Background: an optimization exercise with open tools, aiming at a short achievable clock period and few clock cycles per item. Do not read the settings as production practice. At most, simulation tests tie the RTL to the original design; equivalence was not proved. The RTL of run 3 was laid out without a check of its function. Power and IR drop assume default switching activity.

**flow/config.mk**
```make
export PLATFORM = sky130hd
export DESIGN_NAME = bsr_scheduler
export DESIGN_NICKNAME = bsr_scheduler
export VERILOG_FILES = /design/flow/design.v
export SDC_FILE = /design/flow/constraint.sdc
export NUM_CORES = 4
export LEC_CHECK = 0
export CAP_MARGIN = 20
export CORE_MARGIN = 2
export CORE_UTILIZATION = 38
export CTS_CLUSTER_DIAMETER = 60
export CTS_CLUSTER_SIZE = 20
export PLACE_DENSITY = 0.58
export SETUP_SLACK_MARGIN = 2.2
export SLEW_MARGIN = 20
```
**flow/constraint.sdc**
```tcl
create_clock -name core_clock -period 4.0 [get_ports {clk_gated}]
set_input_delay 0.8000 -clock core_clock [delete_from_list [all_inputs] [get_ports {clk_gated}]]
set_output_delay 0.8000 -clock core_clock [all_outputs]
set_load 0.01 [all_outputs]
```
**flow/design.v**
```verilog
`default_nettype none
package bsr_format_pkg;
    typedef enum logic [1:0] {
        META_ROW_PTR = 2'd0,   
        META_COL_IDX = 2'd1    
    } meta_kind_e;
    parameter int META_ADDR_W = 8;    
    parameter int BLK_IDX_W   = 16;   
    parameter int BLK_POS_W   = 16;   
    typedef struct packed {
        meta_kind_e             kind;   
        logic [META_ADDR_W-1:0] addr;   
    } meta_req_t;
endpackage
`default_nettype wire
`default_nettype none
package bsr_sched_pkg;
    typedef enum logic [3:0] {
        IDLE        = 4'd0,    
        ROW_PTR_LO  = 4'd1,    
        ROW_PTR_HI  = 4'd2,    
        CHECK_EMPTY = 4'd3,    
        COL_IDX     = 4'd4,    
        LOAD        = 4'd5,    
        OFFER       = 4'd6,    
        WAIT_DONE   = 4'd7,    
        NEXT_BLOCK  = 4'd8,    
        NEXT_ROW    = 4'd9,    
        FINISH      = 4'd10    
    } sched_state_e;
    typedef struct packed {
        logic [15:0] row;   
        logic [15:0] col;   
    } block_pos_t;
endpackage
`default_nettype wire
`default_nettype none
import bsr_format_pkg::*;
import bsr_sched_pkg::*;
module bsr_scheduler
#(
    parameter int BLOCK_DIM = 8   
) (
    input  wire logic        clk_gated,
    input  wire logic        rst_n,
    input  wire logic        start,
    input  wire logic [15:0] cfg_num_block_rows,
    output logic             meta_rd_en,
    output bsr_format_pkg::meta_req_t meta_req,
    input  wire logic [31:0] meta_rd_data,
    input  wire logic        meta_rd_valid,
    output logic             block_rd_en,
    output logic [31:0]      block_rd_addr,
    input  wire logic [7:0]  block_rd_data,
    output logic             systolic_valid,
    output logic [8*BLOCK_DIM*BLOCK_DIM-1:0] systolic_block,
    output bsr_sched_pkg::block_pos_t systolic_pos,
    input  wire logic        systolic_ready,
    input  wire logic        systolic_done,
    output logic             busy,
    output logic             done,
    output logic [31:0]      blocks_processed
);
    localparam int NBYTES = BLOCK_DIM * BLOCK_DIM;
    localparam int CNT_W  = $clog2(NBYTES);
    localparam logic [CNT_W-1:0] KLAST = CNT_W'(NBYTES - 1);
    localparam int MS_RP0  = 0;   
    localparam int MS_RP   = 1;   
    localparam int MS_CHKA = 2;   
    localparam int MS_CHK  = 3;   
    localparam int MS_COL  = 4;   
    localparam int MS_NROW = 5;   
    localparam int MS_END  = 6;   
    localparam int MS_N    = 7;
    logic            run_start;   
    logic            hand;        
    logic [MS_N-1:0] ms;
    logic            q0v, q1v;    
    logic            pop;         
    logic            nbusy;       
    logic            vld_i;       
    assign run_start = start & nbusy;
    assign hand      = vld_i & systolic_ready;
    logic [15:0] num_rows;
    logic        abusy;   
    logic        fin;     
    logic        busy_n;
    logic        done_n;
    assign fin = ~nbusy & ms[MS_END] & ~q0v & ~vld_i & (~abusy | systolic_done);
    always_comb begin
        busy_n = ~nbusy;
        done_n = done;
        if (run_start) begin
            busy_n = (cfg_num_block_rows != 16'd0);
            done_n = (cfg_num_block_rows == 16'd0);   
        end else if (fin) begin
            busy_n = 1'b0;
            done_n = 1'b1;
        end
    end
    always_ff @(posedge clk_gated or negedge rst_n) begin
        if (!rst_n) begin
            busy   <= 1'b0;
            nbusy  <= 1'b1;
            done   <= 1'b0;
            abusy  <= 1'b0;
        end else begin
            busy   <= busy_n;
            nbusy  <= ~busy_n;
            done <= done_n;
            if (run_start) begin
                abusy <= 1'b0;
            end else if (hand) begin
                abusy <= 1'b1;
            end else if (systolic_done) begin
                abusy <= 1'b0;
            end
        end
    end
    always_ff @(posedge clk_gated) begin
        if (run_start) begin
            num_rows <= cfg_num_block_rows;
        end
    end
    logic [7:0] bp_lo_n, bp_hi_n;   
    logic [7:0] bp_lo_x, bp_hi_x;   
    logic       bp_c;
    assign bp_lo_x = run_start ? 8'd0 : ~bp_lo_n + {7'd0, hand};
    assign bp_hi_x = run_start ? 8'd0 : ~bp_hi_n + {7'd0, bp_c};
    assign blocks_processed[31:16] = 16'd0;
    always_ff @(posedge clk_gated or negedge rst_n) begin
        if (!rst_n) begin
            blocks_processed[15:0] <= '0;
            bp_lo_n                <= '1;
            bp_hi_n                <= '1;
            bp_c                   <= 1'b0;
        end else begin
            blocks_processed[15:0] <= {bp_hi_x, bp_lo_x};
            bp_lo_n                <= ~bp_lo_x;
            bp_hi_n                <= ~bp_hi_x;
            bp_c                   <= ~run_start & hand & (bp_lo_n == 8'h00);
        end
    end
    logic            pending;     
    logic            mv_q;        
    logic [15:0]     md_q;        
    logic [15:0]     r;           
    logic [15:0]     rn;          
    logic [15:0]     rn1;         
    logic [15:0]     rend;        
    logic [15:0]     jm;          
    logic [15:0]     jm1;         
    logic            j_eq;        
    logic            r_eq;        
    logic            push;        
    logic            go_row0;     
    logic            go_rp;       
    logic            go_col;      
    logic [MS_N-1:0] ms_n;
    logic [9:0]      mreq_n;      
    logic [9:0]      mreq_x;      
    assign push    = ms[MS_COL] & mv_q;
    assign go_row0 = run_start & (cfg_num_block_rows != 16'd0);
    assign go_col  = ms[MS_CHK] & ~j_eq & ~q1v;
    assign go_rp   = (ms[MS_RP0] & mv_q) | (ms[MS_NROW] & ~r_eq);
    always_comb begin
        ms_n          = ms;
        ms_n[MS_RP0]  = ms[MS_RP0] & ~mv_q;
        ms_n[MS_RP]   = (ms[MS_RP] & ~mv_q) | go_rp;
        ms_n[MS_CHKA] = (ms[MS_RP] | ms[MS_COL]) & mv_q;
        ms_n[MS_CHK]  = ms[MS_CHKA] | (ms[MS_CHK] & ~j_eq & q1v);
        ms_n[MS_COL]  = (ms[MS_COL] & ~mv_q) | go_col;
        ms_n[MS_NROW] = ms[MS_CHK] & j_eq;
        ms_n[MS_END]  = ms[MS_END] | (ms[MS_NROW] & r_eq);
        if (run_start) begin
            ms_n         = '0;
            ms_n[MS_RP0] = go_row0;
        end
    end
    always_comb begin
        mreq_x = ~mreq_n;
        if (run_start) begin
            mreq_x = {META_ROW_PTR, 8'd0};
        end else if (ms[MS_RP0] & mv_q) begin
            mreq_x = {META_ROW_PTR, 8'd1};
        end else if (ms[MS_CHK]) begin
            mreq_x = {META_COL_IDX, jm[META_ADDR_W-1:0]};
        end else if (ms[MS_NROW]) begin
            mreq_x = {META_ROW_PTR, rn1[META_ADDR_W-1:0]};
        end
    end
    always_ff @(posedge clk_gated or negedge rst_n) begin
        if (!rst_n) begin
            ms         <= '0;
            pending    <= 1'b0;
            mv_q       <= 1'b0;
            meta_rd_en <= 1'b0;
        end else begin
            ms         <= ms_n;
            mv_q       <= pending & meta_rd_valid;
            meta_rd_en <= go_row0 | go_rp | go_col;
            pending    <= go_row0 | go_rp | go_col | (pending & ~meta_rd_valid);
        end
    end
    always_ff @(posedge clk_gated) begin
        md_q     <= meta_rd_data[15:0];
        jm1      <= jm + 16'd1;
        rn1      <= rn + 16'd1;
        j_eq     <= (jm == rend);
        r_eq     <= (rn == num_rows);
        meta_req <= mreq_x;
        mreq_n   <= ~mreq_x;
        if (ms[MS_RP0] & mv_q) begin
            jm <= md_q;
            r  <= '0;
            rn <= 16'd1;
        end
        if (ms[MS_RP] & mv_q) begin
            rend <= md_q;
        end
        if (push) begin
            jm <= jm1;
        end
        if (ms[MS_NROW]) begin
            r  <= rn;
            rn <= rn1;
        end
    end
    logic [31:0] q0, q1;
    always_ff @(posedge clk_gated or negedge rst_n) begin
        if (!rst_n) begin
            q0v <= 1'b0;
            q1v <= 1'b0;
        end else if (run_start) begin
            q0v <= 1'b0;
            q1v <= 1'b0;
        end else if (push & ~pop) begin
            q0v <= 1'b1;
            q1v <= q0v;
        end else if (pop & ~push) begin
            q0v <= q1v;
            q1v <= 1'b0;
        end
    end
    always_ff @(posedge clk_gated) begin
        if (push & (pop ? ~q1v : ~q0v)) begin
            q0 <= {r, md_q};
        end else if (pop) begin
            q0 <= q1;
        end
        if (push) begin
            q1 <= {r, md_q};
        end
    end
    logic             srun;     
    logic             rd;       
    logic             rd_x;     
    logic [15:0]      jr_n;     
    logic [15:0]      jr_c;     
    logic [15:0]      jr_x;
    logic [15:0]      jr1;      
    logic [CNT_W-1:0] kr_n;     
    logic [CNT_W-1:0] kr_c;     
    logic [CNT_W-1:0] kr_x;
    logic [15:0]      jr_q;     
    logic [CNT_W-1:0] kr_q;
    logic [CNT_W-1:0] k1;       
    logic             v1;       
    logic             l1;       
    logic             acc;      
    logic             drop;     
    logic             sgo;      
    logic             stop;
    logic [31:0]      pos_n;    
    logic [31:0]      pos_x;
    assign jr_c = ~jr_n;
    assign kr_c = ~kr_n;
    assign acc  = ~vld_i | systolic_ready;
    assign drop = v1 & ~acc;
    assign pop  = v1 & l1;   
    assign stop = ms[MS_END] & ~q0v;
    assign sgo  = ms[MS_RP0] & pending & meta_rd_valid;
    logic last_x;   
    assign last_x = rd ? (kr_c == KLAST - 1'b1) : (kr_c == KLAST);
    always_comb begin
        kr_x = kr_c;
        jr_x = jr_c;
        if (sgo) begin
            kr_x = '0;
            jr_x = meta_rd_data[15:0];
        end else begin
            if (drop) begin
                kr_x = k1;
            end else if (rd) begin
                kr_x = kr_c + 1'b1;
            end
            if (rd & (kr_c == KLAST)) begin
                jr_x = jr1;
            end
        end
        if (run_start | stop) begin
            rd_x = 1'b0;
        end else if (sgo) begin
            rd_x = 1'b1;
        end else begin
            rd_x = srun & (drop | ~last_x | q0v);
        end
    end
    assign block_rd_addr = {10'd0, jr_q, kr_q};
    always_ff @(posedge clk_gated or negedge rst_n) begin
        if (!rst_n) begin
            srun        <= 1'b0;
            block_rd_en <= 1'b0;
            v1          <= 1'b0;
            l1          <= 1'b0;
        end else begin
            v1          <= rd & srun & ~drop;   
            l1          <= rd & (kr_c == KLAST);
            block_rd_en <= rd_x;
            if (run_start | stop) begin
                srun <= 1'b0;
            end else if (sgo) begin
                srun <= 1'b1;
            end
        end
    end
    always_ff @(posedge clk_gated) begin
        rd   <= rd_x;   
        jr1  <= jr_c + 16'd1;
        k1   <= kr_c;
        jr_q <= jr_x;
        jr_n <= ~jr_x;
        kr_q <= kr_x;
        kr_n <= ~kr_x;
        for (int b = 0; b < NBYTES; b++) begin
            if (v1 & acc & (k1 == CNT_W'(b))) begin
                systolic_block[8*b +: 8] <= block_rd_data;   
            end
        end
        systolic_pos <= pos_x;
        pos_n        <= ~pos_x;
    end
    assign pos_x   = pop ? q0 : ~pos_n;
    always_ff @(posedge clk_gated or negedge rst_n) begin
        if (!rst_n) begin
            systolic_valid <= 1'b0;
            vld_i          <= 1'b0;
        end else begin
            systolic_valid <= pop | (systolic_valid & ~systolic_ready);
            vld_i          <= pop | (vld_i & ~systolic_ready);
        end
    end
endmodule
`default_nettype wire
```
**flow/run.sh**
```bash
#!/bin/bash
# synth_recipe.tcl (not shown) runs the flow's synth.tcl, then flattens the netlist and writes it again
# the make line also repeats each setting of config.mk as NAME=value (left out here)
make -C /OpenROAD-flow-scripts/flow DESIGN_CONFIG=/design/flow/config.mk WORK_HOME=/design/flow/orfs CLKGATE_MAP_FILE= SYNTH_SCRIPT=/design/flow/synth_recipe.tcl finish
```
==> impl_summary.txt, run 1 <==
----------------------------------------------------
[Layout]
  Register area ... 25200 um^2
  Layout overhead on the synthesized area ... 31.9%
  Most used cells in the layout excluding fill and tap cells ... sky130_fd_sc_hd__edfxtp_1 (656), sky130_fd_sc_hd__buf_2 (458), sky130_fd_sc_hd__buf_6 (150)
  Most common library cell in the layout ignoring fill and taps ... sky130_fd_sc_hd__edfxtp_1
  Final-stage net count ... 2495
  Share of post-route cells with drive strength above 1 ... 0.430
  Multi-input gate area ... 5490 um^2
  FILL cells ... 6625
  Antenna Cells ... 0

[Logic synthesis]
  Gate count of the mapped netlist ... 1692
  Yosys top cell by area ... sky130_fd_sc_hd__edfxtp_1
  Total of flip-flops plus latches after synthesis ... 912
  Number of warnings printed during yosys synthesis ... 1
  Count of cell types in the netlist ... 55
  Share of synthesized area occupied by flip-flops and latches ... 0.836
  Post-Syn Area ... 30000 um^2
  Share of flip-flops with an asynchronous set or reset ... 0.0603
  Number of synthesized flops with an enable pin ... 656
  Top post-synthesis cells by area ... sky130_fd_sc_hd__edfxtp_1 (66%), sky130_fd_sc_hd__dfxtp_1 (13%), sky130_fd_sc_hd__dfrtp_1 (3.2%)
  Synth Area per Inst ... 17.8 um^2
  Area share of the leading cell type in the synthesized netlist ... 0.656
  Top FF cell, synth ... sky130_fd_sc_hd__edfxtp_1

[Critical path]
  Startpoint type of the worst setup path ... register
  Longest individual stage delay on the worst path ... 0.47 ns
  CP Data Required Time ... 3.20 ns
  R2r startpoint ... kr_n[2]
  Critical path arrival ... 1.25 ns
  Crit path buffers/inverters ... 1
  Crit-path max FO ... 1
  Crit end category ... output port
  Setup crit start ... systolic_block[233]
  Cell with the biggest individual delay on the critical path ... sky130_fd_sc_hd__edfxtp_1
  Cell family with most CP delay ... flip-flops
  Critical path class ... reg2out
  Cell-by-cell trace of the critical path ... buf_6

[Placed design]
  Post-DP HPWL ... 57.3 mm
  Number of buffers inserted by port buffering ... 642
  Final RePlAce weighted congestion ... 0.810

[Detailed routing]
  Initial drt markers ... 940
  Final antenna-violating net count ... 0
  Routed length on met3 ... 5.22 mm
  Routed length per placed instance ... 24.4 um
  Routed length on met1 ... 32.5 mm
  Drt drc ... 0
  Top layer in use ... met5
  Length of the first detailed-routing pass in iterations ... 5
  Via count ... 16500
  Wire length on met2 ... 45.5 mm
  Vias per std cell ... 4.69
  DRT Wirelength ... 85.8 mm

[Timing]
  Worst-case headroom to the max-slew limit ... 0.356
  Worst setup skew after layout ... 0.0252 ns
  Max-slew violation total from the final report ... 0
  Setup repair after global routing missed its margin ... true
  Hold Vio Cnt, Final ... 0
  Transition at the pin with the smallest max-transition slack ... 0.967 ns
  Number of endpoints failing setup at the final stage ... 0
  Max frequency ... 489 MHz
  Worst hold slack after final layout ... 0.198 ns
  Final critical delay including setup and external delays ... 2.05 ns
  Period Utilization, post-route ... 0.511
  Accumulated negative setup slack ... 0 ns

[GRT]
  Vias in the first global route ... 16500
  Remaining Overflow, GRT ... 0
  Initial antenna violation count ... 2
  Largest net degree at the start of global routing ... 65
  Wire length of the first global-routing pass ... 121 mm
  Total global-route track usage ... 0.204

[Job]
  Maximum Capacitance Violations ... 0

[Clocking]
  TritonCTS clock tree ... built
  Cell chosen for the clock root ... sky130_fd_sc_hd__clkbuf_16
  Reg clk slew, reported paths ... 0.08 ns
  Number of buffers between clock root and the deepest sink ... 3
  Sinks on the clock net ... 912
  Clock latency on the worst-skew pair ... 0.61 ns
  Clock buffer count from CTS ... 66
  CTS H-Tree Depth ... 3
  Quantity of hold-fixing buffers added after cts ... 0

[Floorplanning]
  Die height ... 285 um
  Total number of placement rows ... 103
  Effective utilization at floorplan ... 0.382
  Die X ... 285 um
  Core ar. ... 78600 um^2
  Die ar. ... 81300 um^2
  I/O pin count ... 685

[Power and ir drop]
  Worst-case vdd ir drop ... 0.346 mV
  Leakage Power ... 15.1 nW
  Pwr per Cell Area ... 527 nW/um^2

[Status]
  Outcome ... finished clean

[Worst hold path]
  Worst hold path class ... in2async

----------------------------------------------------
-- per-layer routing --
layer  vias to the layer above  global-route usage
li1                       7484                   -
met2                       524               0.363
met5                         -                   0
met3                       113              0.0464
met4                         4              0.0749
met1                      8387               0.242
-- layout make-up --
type | count | share of cell area
Clock buffer | 78 | 0.0447
Clock inverter | 36 | 0.0123
Inverter | 89 | 0.00922
Multi-Input combinational cell | 655 | 0.139
Sequential cell | 912 | 0.636
Tap cell | 1050 | 0.0332
Timing Repair Buffer | 699 | 0.126
Timing Repair inverter | 1 | 0.000221
-- path summary, 6_finish.rpt --
| path | end | slack, ns | cells after the start |
|---|---|---|---|
| min | blocks_processed[11] | 0.20 | 1 |
| min reg2reg | jr1[0] | 0.41 | 0 |
| max | systolic_block[233] | 1.95 | 1 |
| max reg2reg | jr_q[1] | 2.15 | 4 |
| min in group core_clock | jr1[0] | 0.41 | 0 |
| max in group asynchronous | nbusy | 2.93 | 2 |
-- per-stage QoR --
stage | utilization | cells | cell area (um^2) | power [mW] | worst slack, ns
2_1_floorplan | - | 1717 | 30600 | 12.4 | 1.81
3_3_place_gp | 0.483 | 3360 | 38000 | 13.5 | 0.729
3_5_place_dp | 0.484 | 3361 | 38000 | 13.5 | 0.656
4_1_cts | 0.496 | 3512 | 39000 | 20.9 | 1.92
5_1_grt | 0.504 | 3520 | 39600 | 21.7 | 1.92
6_report | 0.504 | 3520 | 39600 | 20.9 | 1.95
-- cells in the mapped netlist (all sizes together), types with 12 or more instances --
master  number
and2        45
buf         33
clkbuf      31
dfrtp       38
dfstp       17
dfxtp      201
edfxtp     656
inv         88
mux2        67
mux2i       32
nand2       85
nand3       25
nand4       16
nor2       109
nor2b       13
nor3        16
nor4        12
o21a        33
xnor2       71
xor2        20
-- sequential cells by signal, indices dropped and copies added (netlist names), 10 cells and up --
signal,cells
systolic_block,512
pos_n,32
q0,32
q1,32
systolic_pos,32
blocks_processed,16
jm1,16
jm,16
jr1,16
jr_n,16
jr_q,16
md_q,16
num_rows,16
r,16
rend,16
rn1,16
rn,16
meta_req,10
mreq_n,10
-- worst reg2reg max path, stage by stage, from the launching register on --
cell	delay [ns]
sky130_fd_sc_hd__dfxtp_4	0.35
sky130_fd_sc_hd__or4_4	0.56
sky130_fd_sc_hd__nor2_8	0.24
sky130_fd_sc_hd__mux2_4	0.34
sky130_fd_sc_hd__mux2_4	0.26
-- cell families (layout without fill, tap and decap cells) --
family	count (synthesis)	count (layout)	synth area share
buffers and inverters	153	903	0.0230
XOR/XNOR	91	91	0.0265
other	1	26	0.000125
multiplexers	99	99	0.0358
AND/OR/NAND/NOR	365	368	0.0600
AO/OA/AOI/OAI	62	62	0.0146
adder cells (fa/ha/maj)	9	9	0.00375
flip-flops	912	912	0.836
-- where the power goes --
part | internal, mW | switching, mW | leakage [nW]
registers | 10.8 | 0.599 | 8.26
logic | 1.08 | 1.30 | 5.78
clock network | 3.69 | 3.38 | 1.11
-- repair_timing --
action	in CTS	in global routing
pin swaps	23	23
setup buffers	33	5
endpoints found under the setup margin	1312	1017
gates cloned	4	3
resized for setup	2799	139
Testbench counts, summed over its fixed seeds: cycles 56,319, items 858.
==> run 2: changes to the inputs <==
--- a/flow/design.v
+++ b/flow/design.v
@@ -314,7 +314,7 @@
             v1          <= 1'b0;
             l1          <= 1'b0;
         end else begin
-            v1          <= rd & srun & ~drop;   
+            v1          <= rd & ~drop;   
             l1          <= rd & (kr_c == KLAST);
             block_rd_en <= rd_x;
             if (run_start | stop) begin
==> flow/flow/run.sh (new file) <==
#!/bin/bash
# Standard layout, except that after global placement each output port's buffer and
# the register feeding it are moved next to the port's pin; detailed placement then
# legalizes them with everything else. Each step's output goes to its own log here.
set -euo pipefail
res=orfs/results/${FLOW_PLATFORM}/bsr_scheduler/base
bash standard.sh 3_3_place_gp > run_place_gp.log 2>&1
printf 'read_db %s/3_3_place_gp.odb\nsource flow/pull.tcl\nwrite_db %s/3_3_place_gp.odb\n' "$res" "$res" > pull_run.tcl
openroad -no_init -exit pull_run.tcl > run_pull.log 2>&1
bash standard.sh finish > run_finish.log 2>&1
==> flow/flow/pull.tcl (new file) <==
# Pull each output port's buffer and the register feeding it next to the port's pin.
set block [ord::get_db_block]
set core [$block getCoreArea]
set cx0 [$core xMin]; set cy0 [$core yMin]; set cx1 [$core xMax]; set cy1 [$core yMax]
set dbu [[$block getTech] getDbUnitsPerMicron]
proc clampto {v lo hi} { expr {$v < $lo ? $lo : ($v > $hi ? $hi : $v)} }
set moved 0
foreach bt [$block getBTerms] {
  if {[$bt getIoType] ne "OUTPUT"} continue
  set net [$bt getNet]
  if {$net eq "NULL"} continue
  set drv ""
  foreach it [$net getITerms] { if {[$it isOutputSignal]} { set drv [$it getInst] } }
  if {$drv eq ""} continue
  set bb [$bt getBBox]
  set px [expr {([$bb xMin] + [$bb xMax]) / 2}]
  set py [expr {([$bb yMin] + [$bb yMax]) / 2}]
  # direction into the core
  set dx 0; set dy 0
  if {$px <= $cx0} {set dx 1} elseif {$px >= $cx1} {set dx -1} elseif {$py <= $cy0} {set dy 1} else {set dy -1}
  set chain [list $drv]
  # the register (or gate) feeding the buffer
  foreach it [$drv getITerms] {
    if {[$it isInputSignal] && [$it getNet] ne "NULL"} {
      set n2 [$it getNet]
      set nd 0; set d2 ""
      foreach it2 [$n2 getITerms] { if {[$it2 isOutputSignal]} { set d2 [$it2 getInst] } }
      if {$d2 ne "" && [string match "*df*" [[$d2 getMaster] getName]]} { lappend chain $d2 }
    }
  }
  set k 0
  foreach inst $chain {
    set m [$inst getMaster]
    set w [$m getWidth]; set h [$m getHeight]
    set off [expr {int((2 + 8*$k) * $dbu)}]
    set x [expr {$px + $dx*$off - $w/2}]
    set y [expr {$py + $dy*$off - $h/2}]
    set x [clampto $x $cx0 [expr {$cx1 - $w}]]
    set y [clampto $y $cy0 [expr {$cy1 - $h}]]
    $inst setLocation $x $y
    $inst setPlacementStatus PLACED
    incr k; incr moved
  }
}
puts "pull: moved $moved instances"
==> flow/standard.sh (new file) <==
#!/bin/bash
# synth_recipe.tcl (not shown) runs the flow's synth.tcl, then flattens the netlist and writes it again
# the make line also repeats each setting of config.mk as NAME=value (left out here)
make -C /OpenROAD-flow-scripts/flow DESIGN_CONFIG=/design/flow/config.mk WORK_HOME=/design/flow/orfs CLKGATE_MAP_FILE= SYNTH_SCRIPT=/design/flow/synth_recipe.tcl "${@:-finish}"
--- a/flow/config.mk
+++ b/flow/config.mk
@@ -7,9 +7,7 @@
 export LEC_CHECK = 0
 export CAP_MARGIN = 20
 export CORE_MARGIN = 2
-export CORE_UTILIZATION = 38
-export CTS_CLUSTER_DIAMETER = 60
-export CTS_CLUSTER_SIZE = 20
-export PLACE_DENSITY = 0.58
+export CORE_UTILIZATION = 30
+export PLACE_DENSITY = 0.5
 export SETUP_SLACK_MARGIN = 2.2
 export SLEW_MARGIN = 20
removed: flow/run.sh
==> impl_summary.txt, run 2 <==
----------------------------------------------------
[Status]
  Outcome ... finished clean

[Logic synthesis]
  Synth Area per Inst ... 17.7 um^2 (-0.41%)
  Yosys top cell by area ... sky130_fd_sc_hd__edfxtp_1
  Total of flip-flops plus latches after synthesis ... 912 (unchanged)
  Number of warnings printed during yosys synthesis ... 1 (unchanged)
  Area share of the leading cell type in the synthesized netlist ... 0.655 (about the same)
  Post-Syn Area ... 30100 um^2 (about the same)
  Top FF cell, synth ... sky130_fd_sc_hd__edfxtp_1
  Leading post-synthesis cells by instance count ... sky130_fd_sc_hd__edfxtp_1 (656), sky130_fd_sc_hd__dfxtp_1 (201), sky130_fd_sc_hd__nor2_1 (118)
  Count of cell types in the netlist ... 57 (+3.6%)
  Top post-synthesis cells by area ... sky130_fd_sc_hd__edfxtp_1 (66%), sky130_fd_sc_hd__dfxtp_1 (13%), sky130_fd_sc_hd__dfrtp_1 (3.2%)
  Share of synthesized area occupied by flip-flops and latches ... 0.836 (about the same)
  Share of flip-flops with an asynchronous set or reset ... 0.0603 (unchanged)
  Leading cell type by number of instances after synthesis ... sky130_fd_sc_hd__edfxtp_1
  Gate count of the mapped netlist ... 1700 (+0.47%)
  Number of synthesized flops with an enable pin ... 656 (unchanged)

[Worst hold path]
  Worst hold path class ... in2async

[Critical path]
  Crit end category ... output port
  Capturing point of the worst reg2reg path ... jr_q[1]
  Logic depth of the worst register-to-register path ... 5 (+1)
  Crit-path max FO ... 1 (unchanged)
  Flop-to-flop setup slack ... 2.12 ns (-0.03 ns)
  R2r startpoint ... kr_n[2]
  Critical path arrival ... 1.29 ns (+0.04 ns)
  Cell family with most CP delay ... flip-flops
  Longest individual stage delay on the worst path ... 0.46 ns (about the same)
  Startpoint type of the worst setup path ... register
  CP Data Required Time ... 3.20 ns (about the same)
  Cell-by-cell trace of the critical path ... buf_2
  Crit path buffers/inverters ... 1 (unchanged)
  Cell with the biggest individual delay on the critical path ... sky130_fd_sc_hd__edfxtp_1
  Critical path class ... reg2out

[Timing]
  Transition at the pin with the smallest max-transition slack ... 0.963 ns (-0.00331 ns)
  Max frequency ... 478 MHz (-2.2%)
  Accumulated negative setup slack ... 0 ns (unchanged)
  Worst setup skew after layout ... 0.0493 ns (+0.0241 ns)
  Final critical delay including setup and external delays ... 2.09 ns (+0.0456 ns)
  Max-slew violation total from the final report ... 0 (unchanged)
  Worst-case headroom to the max-slew limit ... 0.358 (+0.00221)
  Hold Vio Cnt, Final ... 0 (unchanged)
  Setup repair after global routing missed its margin ... true
  Period Utilization, post-route ... 0.523 (+0.0114)
  Number of endpoints failing setup at the final stage ... 0 (unchanged)

[Floorplanning]
  Die ar. ... 103000 um^2 (+26%)
  Die height ... 321 um (+12%)
  Total number of placement rows ... 116 (+13%)
  I/O pin count ... 685 (unchanged)
  Die X ... 321 um (+12%)
  Core ar. ... 99700 um^2 (+27%)
  Effective utilization at floorplan ... 0.301 (-0.0807)

[Detailed routing]
  Routed length per placed instance ... 23.6 um (-3.1%)
  Initial drt markers ... 1937 (+110%)
  Final antenna-violating net count ... 0 (unchanged)
  Via count ... 17900 (+8.2%)
  Vias per std cell ... 4.60 (-2.0%)
  DRT Wirelength ... 91.8 mm (+6.9%)
  Length of the first detailed-routing pass in iterations ... 5 (unchanged)
  Drt drc ... 0 (unchanged)

[Clocking]
  Reg clk slew, reported paths ... 0.06 ns (-0.02 ns)
  CTS H-Tree Depth ... 3 (unchanged)
  Clock buffer count from CTS ... 90 (+36%)
  TritonCTS clock tree ... built
  Clock latency on the worst-skew pair ... 0.66 ns (+0.05 ns)
  Sinks on the clock net ... 912 (unchanged)
  Cell chosen for the clock root ... sky130_fd_sc_hd__clkbuf_16
  Number of buffers between clock root and the deepest sink ... 3 (unchanged)

[Power and ir drop]
  Worst-case vdd ir drop ... 0.394 mV (+14%)
  Pwr per Cell Area ... 556 nW/um^2 (+5.5%)
  Total power after layout ... 22.8 mW (+9.3%)
  Leakage Power ... 15.4 nW (+1.9%)

[Layout]
  Register containing the most flip-flops in the final layout ... systolic_block
  Final-stage net count ... 2585 (+3.6%)
  Multi-input gate area ... 5590 um^2 (+1.8%)
  Largest register FFs ... 512 (unchanged)
  Antenna Cells ... 0 (unchanged)
  Register area ... 25200 um^2 (about the same)
  Most common library cell in the layout ignoring fill and taps ... sky130_fd_sc_hd__edfxtp_1
  Layout overhead on the synthesized area ... 36.6%
  Share of post-route cells with drive strength above 1 ... 0.442 (+0.0121)
  FILL cells ... 8850 (+34%)
  Most used cells in the layout excluding fill and tap cells ... sky130_fd_sc_hd__edfxtp_1 (656), sky130_fd_sc_hd__buf_2 (519), sky130_fd_sc_hd__dfxtp_1 (150)

[GRT]
  Largest net degree at the start of global routing ... 65 (unchanged)
  Initial antenna violation count ... 12 (+10)
  Total global-route track usage ... 0.172 (-0.0328)
  Wire length of the first global-routing pass ... 128 mm (+5.8%)
  Vias in the first global route ... 18000 (+9.1%)
  Remaining Overflow, GRT ... 0 (unchanged)

[Placed design]
  Number of buffers inserted by port buffering ... 642 (unchanged)
  Post-DP HPWL ... 60.1 mm (+4.9%)
  Final RePlAce weighted congestion ... 0.812 (+0.23%)

[Job]
  Maximum Capacitance Violations ... 0 (unchanged)

----------------------------------------------------
==> run 2: cell count changes in the layout (fill, tap and decap cells not counted), sizes merged, moves of 6 or more <==
| cell | previous run | this run |
|---|---|---|
| mux2i | 32 | 1 |
| or2 | 3 | 9 |
| inv | 104 | 80 |
| nor3 | 16 | 32 |
| nor2 | 109 | 118 |
| dlygate4sd2 | 12 | 1 |
| clkbuf | 80 | 116 |
| clkdlybuf4s50 | 22 | 35 |
| a311oi | 0 | 16 |
| mux2 | 67 | 49 |
| clkinv | 13 | 28 |
| clkinvlp | 2 | 10 |
| a311o | 0 | 16 |
| buf | 662 | 726 |
==> run 2: how the worst max path moves through the flow <==
stage	start	end	slack, ns	cells after the start
after floorplan	systolic_ready	systolic_block[0]	1.87	6
after global placement	systolic_ready	systolic_block[70]	0.78	6
after detailed placement	systolic_ready	systolic_block[7]	0.58	6
after CTS	systolic_block[139]	systolic_block[139]	1.86	1
after global routing	systolic_block[139]	systolic_block[139]	1.86	1
final	systolic_block[139]	systolic_block[139]	1.91	1
==> run 2: cell families (layout without fill, tap and decap cells) <==
family          after synthesis  count (layout)  share of synthesized area
mux                          50              50                     0.0187
buf+inv                     147            1002                     0.0226
compound gates               93              93                     0.0263
fa+ha+maj                     9               9                    0.00375
other cells                   1              26                   0.000125
flops                       912             912                      0.836
xor+xnor                     92              92                     0.0268
simple gates                396             404                     0.0661
==> run 2: through the flow <==
stage / util / cell area (um^2) / cells / hold WS, ns / setup WS [ns]
after floorplan: - / 30500 / 1725 / 0.373 / 1.87
after global placement: 0.385 / 38300 / 3627 / 0.392 / 0.779
after detailed placement: 0.385 / 38300 / 3627 / 0.407 / 0.577
after CTS: 0.404 / 40300 / 3868 / 0.269 / 1.86
after global routing: 0.412 / 41100 / 3886 / 0.136 / 1.86
final: 0.412 / 41100 / 3886 / 0.141 / 1.91
==> run 2: power breakdown <==
part / switching [mW] / internal [mW] / leakage [nW]
clock network: 3.64 / 4.69 / 1.40
logic: 1.63 / 1.29 / 5.79
registers: 0.640 / 10.9 / 8.25
total: 5.91 / 16.9 / 15.4
==> run 2: timing repair <==
item / in CTS / in global routing
buffers inserted: 64 / 17
pin swaps: 43 / 43
gates cloned: 11 / 1
resized for setup: 2646 / 130
hold buffers: 0 / 0
endpoints found under the setup margin: 1368 / 939
==> run 2: per-layer routing <==
metal	vias to the layer above	routed length, um	track usage	share of wire
li1	7773	-	-	-
met5	-	44	0	0.00048
met1	8884	35000	0.205	0.38
met4	6	2890	0.0631	0.031
met2	1003	46300	0.299	0.51
met3	202	7460	0.0417	0.081
==> run 2: layout make-up <==
type / instances / area share
sequential: 912 / 0.614
multi-input combinational: 674 / 0.136
timing repair buffer: 762 / 0.133
clock buffer: 116 / 0.0585
tap: 1298 / 0.0395
clock inverter: 50 / 0.0125
inverter: 74 / 0.00701
Testbench counts of run 2, summed over its fixed seeds: cycles 56,319, items 858.
==> run 3: changes to the inputs <==
--- a/flow/design.v
+++ b/flow/design.v
@@ -280,21 +280,17 @@
     assign pop  = v1 & l1;   
     assign stop = ms[MS_END] & ~q0v;
     assign sgo  = ms[MS_RP0] & pending & meta_rd_valid;
-    logic last_x;   
-    assign last_x = rd ? (kr_c == KLAST - 1'b1) : (kr_c == KLAST);
     always_comb begin
         kr_x = kr_c;
         jr_x = jr_c;
         if (sgo) begin
             kr_x = '0;
             jr_x = meta_rd_data[15:0];
-        end else begin
-            if (drop) begin
-                kr_x = k1;
-            end else if (rd) begin
-                kr_x = kr_c + 1'b1;
-            end
-            if (rd & (kr_c == KLAST)) begin
+        end else if (drop) begin
+            kr_x = k1;
+        end else if (rd) begin
+            kr_x = kr_c + 1'b1;
+            if (kr_c == KLAST) begin
                 jr_x = jr1;
             end
         end
@@ -303,7 +299,7 @@
         end else if (sgo) begin
             rd_x = 1'b1;
         end else begin
-            rd_x = srun & (drop | ~last_x | q0v);
+            rd_x = srun & ((kr_x != KLAST) | q0v);
         end
     end
     assign block_rd_addr = {10'd0, jr_q, kr_q};
--- a/flow/config.mk
+++ b/flow/config.mk
@@ -8,6 +8,8 @@
 export CAP_MARGIN = 20
 export CORE_MARGIN = 2
 export CORE_UTILIZATION = 30
+export CTS_CLUSTER_DIAMETER = 100
+export CTS_CLUSTER_SIZE = 25
 export PLACE_DENSITY = 0.5
 export SETUP_SLACK_MARGIN = 2.2
 export SLEW_MARGIN = 20
==> impl_summary.txt, run 3 <==
----------------------------------------------------
[Floorplanning]
  I/O pin count ... 685 (unchanged)
  Die height ... 320 um (about the same)
  Die ar. ... 103000 um^2 (about the same)
  Total number of placement rows ... 116 (unchanged)
  Effective utilization at floorplan ... 0.301 (about the same)
  Core ar. ... 99700 um^2 (unchanged)
  Die X ... 320 um (about the same)

[Clocking]
  Clock buffer count from CTS ... 45 (-50%)
  Sinks on the clock net ... 912 (unchanged)
  Quantity of hold-fixing buffers added after cts ... 0 (unchanged)
  Number of buffers between clock root and the deepest sink ... 3 (unchanged)
  Reg clk slew, reported paths ... 0.09 ns (+0.03 ns)
  Clock latency on the worst-skew pair ... 0.64 ns (-0.02 ns)
  Cell chosen for the clock root ... sky130_fd_sc_hd__clkbuf_16
  CTS H-Tree Depth ... 2 (-1)
  TritonCTS clock tree ... built

[GRT]
  Largest net degree at the start of global routing ... 65 (unchanged)
  Remaining Overflow, GRT ... 0 (unchanged)
  Wire length of the first global-routing pass ... 118 mm (-8.0%)
  Vias in the first global route ... 16900 (-6.1%)
  Initial antenna violation count ... 19 (+7)
  Total global-route track usage ... 0.157 (-0.0144)

[Timing]
  Max frequency ... 475 MHz (-0.73%)
  Number of endpoints failing setup at the final stage ... 0 (unchanged)
  Accumulated negative setup slack ... 0 ns (unchanged)
  Max-slew violation total from the final report ... 0 (unchanged)
  Hold Vio Cnt, Final ... 0 (unchanged)
  Setup repair after global routing missed its margin ... true
  Period Utilization, post-route ... 0.527 (+0.00387)
  Final critical delay including setup and external delays ... 2.11 ns (+0.0155 ns)
  Transition at the pin with the smallest max-transition slack ... 0.974 ns (+0.0110 ns)
  Worst hold slack after final layout ... 0.184 ns (+0.0434 ns)
  Worst setup skew after layout ... 0.0315 ns (-0.0178 ns)
  Worst-case headroom to the max-slew limit ... 0.350 (-0.00735)

[Critical path]
  Critical path arrival ... 2.62 ns (+1.33 ns)
  R2r startpoint ... v1
  Critical path class ... in2reg
  CP Data Required Time ... 4.51 ns (+1.31 ns)
  Flop-to-flop setup slack ... 1.92 ns (-0.20 ns)
  Crit end category ... register
  Startpoint type of the worst setup path ... input pin
  Logic depth of the worst register-to-register path ... 5 (unchanged)
  Crit-path max FO ... 7 (+6)
  Capturing point of the worst reg2reg path ... jr_q[7]

[Logic synthesis]
  Yosys top cell by area ... sky130_fd_sc_hd__edfxtp_1
  Count of cell types in the netlist ... 50 (-12%)
  Number of synthesized flops with an enable pin ... 656 (unchanged)
  Leading post-synthesis cells by instance count ... sky130_fd_sc_hd__edfxtp_1 (656), sky130_fd_sc_hd__dfxtp_1 (201), sky130_fd_sc_hd__nor2_1 (113)
  Gate count of the mapped netlist ... 1700 (unchanged)
  Share of synthesized area occupied by flip-flops and latches ... 0.836 (about the same)
  Synth Area per Inst ... 17.7 um^2 (about the same)
  Leading cell type by number of instances after synthesis ... sky130_fd_sc_hd__edfxtp_1
  Number of warnings printed during yosys synthesis ... 1 (unchanged)
  Area share of the leading cell type in the synthesized netlist ... 0.656 (about the same)
  Post-Syn Area ... 30000 um^2 (about the same)
  Top post-synthesis cells by area ... sky130_fd_sc_hd__edfxtp_1 (66%), sky130_fd_sc_hd__dfxtp_1 (13%), sky130_fd_sc_hd__dfrtp_1 (3.2%)
  Share of flip-flops with an asynchronous set or reset ... 0.0603 (unchanged)
  Total of flip-flops plus latches after synthesis ... 912 (unchanged)
  Top FF cell, synth ... sky130_fd_sc_hd__edfxtp_1

[Layout]
  Most common library cell in the layout ignoring fill and taps ... sky130_fd_sc_hd__edfxtp_1
  Most used cells in the layout excluding fill and tap cells ... sky130_fd_sc_hd__edfxtp_1 (656), sky130_fd_sc_hd__buf_2 (555), sky130_fd_sc_hd__dfxtp_1 (160)
  Final-stage net count ... 2538 (-1.8%)
  Layout overhead on the synthesized area ... 31.2%
  Share of post-route cells with drive strength above 1 ... 0.419 (-0.0237)
  Post-Route Utilization ... 0.395 (-0.0167)
  Register containing the most flip-flops in the final layout ... systolic_block
  Largest register FFs ... 512 (unchanged)

[Detailed routing]
  DRT Wirelength ... 84.8 mm (-7.6%)
  Vias per std cell ... 4.48 (-2.6%)
  Initial drt markers ... 1664 (-14%)
  Routed length per placed instance ... 22.3 um (-5.6%)
  Drt drc ... 0 (unchanged)
  Via count ... 17000 (-4.6%)
  Final antenna-violating net count ... 0 (unchanged)
  Length of the first detailed-routing pass in iterations ... 5 (unchanged)

[Power and ir drop]
  Pwr per Cell Area ... 496 nW/um^2 (-11%)
  Total power after layout ... 19.5 mW (-14%)
  Worst-case vdd ir drop ... 0.399 mV (+1.1%)
  Leakage Power ... 15.0 nW (-2.6%)

[Placed design]
  Post-DP HPWL ... 56.4 mm (-6.2%)
  Final RePlAce weighted congestion ... 0.776 (-4.5%)
  Number of buffers inserted by port buffering ... 642 (unchanged)

[Status]
  Outcome ... finished clean

[Job]
  Maximum Capacitance Violations ... 0 (unchanged)

[Worst hold path]
  Worst hold path class ... in2async

----------------------------------------------------
## run 3: logic make-up (layout without fill, tap and decap cells)
logic type,Yosys count,after routing,synth area share
AOI/OAI and AO/OA,63,63,0.0145
xor gates and xnor gates,91,91,0.0265
adders and majority gates,8,8,0.00333
buffers and inverters,159,939,0.0243
DFF,912,912,0.836
muxes,96,96,0.0350
other,1,28,0.000125
and+or+nand+nor,370,370,0.0599
## run 3: final cells by class
| type | count | area [um^2] |
|---|---|---|
| fillers | 9012 | 60300 |
| flip-flops and latches | 912 | 25200 |
| clock inverters | 8 | 120 |
| multi-input cells | 654 | 5330 |
| well taps | 1298 | 1620 |
| diodes | 2 | 5.00 |
| inverters | 94 | 363 |
| repair buffers | 761 | 5480 |
| clock buffers | 76 | 1280 |
## run 3: critical path, stage by stage
cell,delay (ns)
sky130_fd_sc_hd__clkdlybuf4s15_1,0.28
sky130_fd_sc_hd__and3b_2,0.25
sky130_fd_sc_hd__or4_4,0.63
sky130_fd_sc_hd__clkbuf_16,0.22
sky130_fd_sc_hd__mux2i_1,0.14
sky130_fd_sc_hd__mux2_2,0.28
## run 3: worst max path at each step
| stage | from | endpoint | slack (ns) | cells past startpoint |
|---|---|---|---|---|
| after floorplan | systolic_ready | jr_q[0] | 1.70 | 6 |
| after global placement | systolic_ready | systolic_block[7] | 0.67 | 6 |
| after detailed placement | systolic_ready | systolic_block[8] | 0.52 | 6 |
| after CTS | kr_n[0] | jr_q[5] | 1.90 | 7 |
| after global routing | v1 | jr_q[3] | 1.88 | 5 |
| final | systolic_ready | jr_q[7] | 1.89 | 6 |
## run 3: stage by stage
step                      setup slack [ns]  cells  instance area, um^2
final                                 1.89   3805                39400
after global routing                  1.88   3803                39400
after floorplan                       1.70   1725                30700
after global placement               0.669   3624                38500
after CTS                             1.90   3787                38800
after detailed placement             0.522   3625                38500
## run 3: power breakdown
group	leakage [nW]	total, mW	internal (mW)	switching, mW
clock network	0.662	5.25	2.28	2.97
registers	8.27	11.4	10.9	0.502
logic	6.10	2.88	1.26	1.62
## run 3: repair_timing
action | CTS | global route
setup buffers | 72 | 14
pin swaps | 57 | 61
endpoints found under the setup margin | 1286 | 1244
gates resized for setup | 2583 | 101
gates cloned | 6 | 2
## run 3: routing by layer
metal,GRT usage,wire (um)
met1,0.198,33900
met2,0.278,43000
met3,0.0269,5830
met4,0.0451,2050
met5,0,36

separate check: timing with driven ports:
Ports are ideal in the flow. The routed layouts listed here were re-timed in OpenROAD. Step 1 sets driving cells, clkbuf_16 on the clock port and buf_2 on the other inputs (assumed; they add their load-dependent delay and slew). Step 2 adds t to the input delays and takes it off the output delays; t is the mean of the earliest and latest rising clock arrival at the registers after step 1. Input paths then give back, and output paths get back, about the clock's delay inside the block. a / b / c = ideal / step 1 / step 2; a / b = the first two.
run	t, ns	setup WS [ns]	cell pins on the clock port's net
run 1	0.665	1.955 / 1.894 / 1.564	1
run 2	0.706	1.909 / 1.840 / 1.417	1
run 3	0.692	1.894 / 1.889 / 1.197	1
After both steps every run listed still meets setup and hold. For run 3, which loses most, drivers alone change the setup slack by -0.005 ns; drivers and shift together by -0.697 ns.
